Context: an optimization exercise on an open-source flow, tuned for small area, a short achievable clock period and few clock cycles per item. The choices shown serve that exercise and are no tape-out recipe. Where RTL was checked, it was by simulation tests only, not by an equivalence proof against the original. Power is estimated from default activity; no workload was simulated.

==> flow/design.v (excerpt) <==
module target_track_hysteresis_filter
(
    input  logic                    i_clk,
    input  logic                    i_rst_n,
    input  logic                    i_in_valid,
    output logic                    o_in_ready,
    input  logic                    i_box_present,
    input  logic [ID_W-1:0]         i_box_id,
    input  logic signed [POS_W-1:0] i_pos_x,
    input  logic signed [POS_W-1:0] i_pos_y,
    input  logic signed [POS_W-1:0] i_pos_z,
    input  logic                    i_frame_last,
    output logic                    o_out_valid,
    input  logic                    i_out_ready,
    output logic [1:0]              o_target_mode,
    output logic [ID_W-1:0]         o_target_id,
    output logic signed [POS_W-1:0] o_target_x,
    output logic signed [POS_W-1:0] o_target_y,
    output logic signed [POS_W-1:0] o_target_z,
    output logic                    o_position_stable,
    input  logic                    i_cfg_valid,
    output logic                    o_cfg_ready,
    input  logic [1:0]              i_cfg_index,
    input  logic [THR_W-1:0]        i_cfg_data
);
clock: 8.0 ns
lec_check: 0
cap_margin: 20
core_margin: 2
core_utilization: 40
slew_margin: 20
run.sh (not shown) runs the stock make flow with config.mk's settings and CLKGATE_MAP_FILE= SYNTH_SCRIPT=/design/flow/synth_recipe.tcl, a recipe that flattens the netlist after the stock synthesis.
The first run finished clean.
Change:
--- a/flow/design.v
+++ b/flow/design.v
@@ -199,20 +199,20 @@
         d  = {1'b0, r_r, pr} - {2'b00, r_q, 2'b01};
         if (!d[REM_W+2]) begin
             w_r_n = REM_W'(d);
             w_q_n = {r_q[ROOT_W-2:0], 1'b1};
         end else begin
             w_r_n = {r_r[REM_W-3:0], pr};
             w_q_n = {r_q[ROOT_W-2:0], 1'b0};
         end
     end
-    logic signed [ROOT_W+2:0] w_tq;
-    assign w_tq = $signed({2'b00, r_q}) + $signed({2'b00, r_qa}) - $signed({1'b0, w_c});
+    logic [ROOT_W+2:0]   w_tq;                 
+    assign w_tq = {2'b00, r_q} + {2'b00, r_qa} - {1'b0, w_c};
     always_comb begin
         n_run_none   = '0;
         n_run_single = '0;
         n_run_multi  = '0;
         case (r_cnt)
             2'd0: n_run_none = (r_run_none == 8'(RUN_COUNT_MAX)) ? r_run_none : r_run_none + 1'b1;
             2'd1: n_run_single = (r_run_single == 8'(RUN_COUNT_MAX)) ? r_run_single : r_run_single + 1'b1;
             default: n_run_multi = (r_run_multi == 8'(RUN_COUNT_MAX)) ? r_run_multi : r_run_multi + 1'b1;
         endcase
=>
- The changed run finished clean
- wire length is unchanged
- utilization does not change
- design area does not change
- cell count stays the same
- worst setup slack is unchanged
- power is unchanged
- sequential power is about the same
- worst hold slack does not change
- global-route usage is unchanged
Testbench counts after the change, summed over its fixed seeds: cycles 8,894, frames 3,200.
No functional check of the RTL was part of the first run of this note.


Setup of run X:
Another version of the RTL of target_track_hysteresis_filter (not shown whole).
Size: about 430 flip-flops, roughly 160 I/O pins, roughly 39000 um^2 of cells after synthesis.
==> flow/config.mk <==
export PLATFORM = sky130hd
export DESIGN_NAME = target_track_hysteresis_filter
export DESIGN_NICKNAME = target_track_hysteresis_filter
export VERILOG_FILES = /design/flow/design.v
export SDC_FILE = /design/flow/constraint.sdc
export NUM_CORES = 4
export LEC_CHECK = 0
export CAP_MARGIN = 20
export CORE_MARGIN = 2
export CORE_UTILIZATION = 55
export SETUP_SLACK_MARGIN = 3.5
export SLEW_MARGIN = 20
==> flow/constraint.sdc <==
create_clock -name core_clock -period 8.0 [get_ports {i_clk}]
set_input_delay 1.6000 -clock core_clock [delete_from_list [all_inputs] [get_ports {i_clk}]]
set_output_delay 1.6000 -clock core_clock [all_outputs]
set_load 0.01 [all_outputs]
Modified inputs, run Z compared to run X
--- a/flow/design.v
+++ b/flow/design.v
@@ -125,39 +125,38 @@
         csa = {cy[TW-2:0], 1'b0, a ^ b ^ c};
     endfunction
     logic [MAG_W-1:0]    w_mxm, w_mxo;         
     logic [THR_W:0]      w_c;                  
     logic                w_full, w_zero, w_sure0, w_sure1, w_amb;
     always_comb begin
         w_mxm = (r_gm[0] && r_gm[1]) ? r_cm[0] : ((!r_gm[0] && r_gm[2]) ? r_cm[1] : r_cm[2]);
         w_mxo = (r_go[0] && r_go[1]) ? r_co[0] : ((!r_go[0] && r_go[2]) ? r_co[1] : r_co[2]);
     end
     logic [TW-1:0] w_p0, w_p1, w_p2, w_p3, w_p4, w_p5, w_pp, w_pq;
     logic [TW-1:0] w_sv, w_nc, w_nc2;
-    logic [TW-1:0] w_u0, w_u1, w_u2, w_u3, w_u4, w_u5, w_u6, w_u7, w_u8, w_u9;
+    logic [TW-1:0] w_u0, w_u1, w_u2, w_u3, w_u4, w_u5, w_u6, w_u7;
     logic [TW-1:0] w_l0, w_l1, w_m0, w_m1;
     logic [TW-1:0] w_sum0, w_sum1, w_sum2;
     assign w_c   = {r_thr, 1'b0};
     assign w_nc  = ~(TW'(w_c));                           
     assign w_nc2 = ~(TW'({w_c, 1'b0}));                   
     assign {w_p1, w_p0} = csa(TW'(r_cm[0]), TW'(r_cm[1]), TW'(r_cm[2]));
     assign {w_p3, w_p2} = csa(TW'(r_co[0]), TW'(r_co[1]), TW'(r_co[2]));
     assign {w_p5, w_p4} = csa(w_p0, w_p1, w_p2);
     assign {w_pq, w_pp} = csa(w_p4, w_p5, w_p3);
     assign w_sv  = TW'(r_cms[0]) + TW'(r_cms[1]) + TW'(r_cms[2]) + TW'(r_cos[0]) +
                    TW'(r_cos[1]) + TW'(r_cos[2]) + TW'(3);
-    assign {w_u1, w_u0} = csa(w_p3, w_nc2, w_sv);
-    assign {w_u3, w_u2} = csa(w_p4, w_p5, w_u0);
-    assign {w_u5, w_u4} = csa(w_u1, TW'(w_mxm), TW'(w_mxo));
-    assign {w_u9, w_u8} = csa(w_u2, w_u3, w_u4);
-    assign {w_u7, w_u6} = csa(w_u8, w_u9, w_u5);
+    assign {w_u1, w_u0} = csa(w_pp, w_pq, TW'(w_mxm));
+    assign {w_u3, w_u2} = csa(TW'(w_mxo), w_nc2, w_sv);
+    assign {w_u5, w_u4} = csa(w_u0, w_u1, w_u2);
+    assign {w_u7, w_u6} = csa(w_u4, w_u5, w_u3);
     assign {w_l1, w_l0} = csa(w_pp, w_pq, w_nc2 - TW'(3));
     assign {w_m1, w_m0} = csa(TW'(w_mxm), TW'(w_mxo), w_nc);
     assign w_sum0 = w_m0 + w_m1 + TW'(1);
     assign w_sum1 = w_l0 + w_l1;
     assign w_sum2 = w_u6 + w_u7;
     assign w_full  = (r_fill == 2'd2);
     assign w_zero  = !(|{r_cm, r_co, r_cms, r_cos});
     assign w_sure0 = !w_full || w_zero || !w_sum0[TW-1] || !w_sum1[TW-1];
     assign w_sure1 = w_sum2[TW-1];
     assign w_amb   = !w_sure0 && !w_sure1;
     logic [4:0]          w_cmsb;
[summary]
NOTE: detailed-routing wirelength on met1 in run Z exceeds that of run X
In the metrics for run Z and run X, the one carrying the lower global-route usage is run X.
In the reports for run Z and run X, the larger share of the core filled with cells belongs to run Z.
The reported leakage power number comes out higher for run X vs run Z.
Clock-pin slew on the worst setup and hold paths across run Z and run X: no real change.
Against run X, run Z reports a period utilization that is lower.
Area added between synthesis and finish in run Z is 0.15 points lower than in run X
Diff run X -> run Z: data arrival at the endpoint of the critical path down 0.32 ns, detail-routed via count per cell up about 2.7%, setup slack up 0.25 ns, number of signal-net buffers in the layout down 4.
Between run Z and run X, the first-pass GRT wire length is higher for run Z.
Clock group share of total power (run Z over run X): decrease, 0.2 points
The higher global placer's final weighted congestion of run Z and run X is in run X.
Testbench counts of run Z, summed over its fixed seeds: cycles 8,621, frames 3,200.
No functional check of the RTL was part of run X.

==> re-timing with driven ports <==
In the flow no input, the clock included, has a driving cell. The finished layouts below were timed again as built, in two steps.
Step 1: set_driving_cell puts a clkbuf_16 on i_clk and a buf_2 on each other input, an assumption about the parent block.
Step 2 also shifts input and output timing later by t, the mid clock arrival at the registers, as if the neighbouring blocks saw the same clock.
a / b / c = ideal / step 1 / step 2; a / b = the first two.
run	t, ns	slack for setup (ns)	clock arrival spread, ns	slew at the worst register clock pin (ns)	worst data-port slew with drivers (ns)
the first run of note 1	0.714	0.422 / 0.422 / 0.422	0.029 / 0.030	0.06 / 0.06	0.07
the second run of note 1	0.714	0.422 / 0.422 / 0.422	0.029 / 0.030	0.06 / 0.06	0.07
run X	0.709	1.302 / 1.302 / 0.725	0.025 / 0.026	0.07 / 0.07	0.07
run Z	0.714	1.556 / 1.556 / 0.903	0.043 / 0.043	0.06 / 0.06	0.05
After both steps setup and hold are still met in every run listed. The setup slack of run Z, which loses most, moves by 0.000 ns with the drivers and by -0.653 ns with both steps.
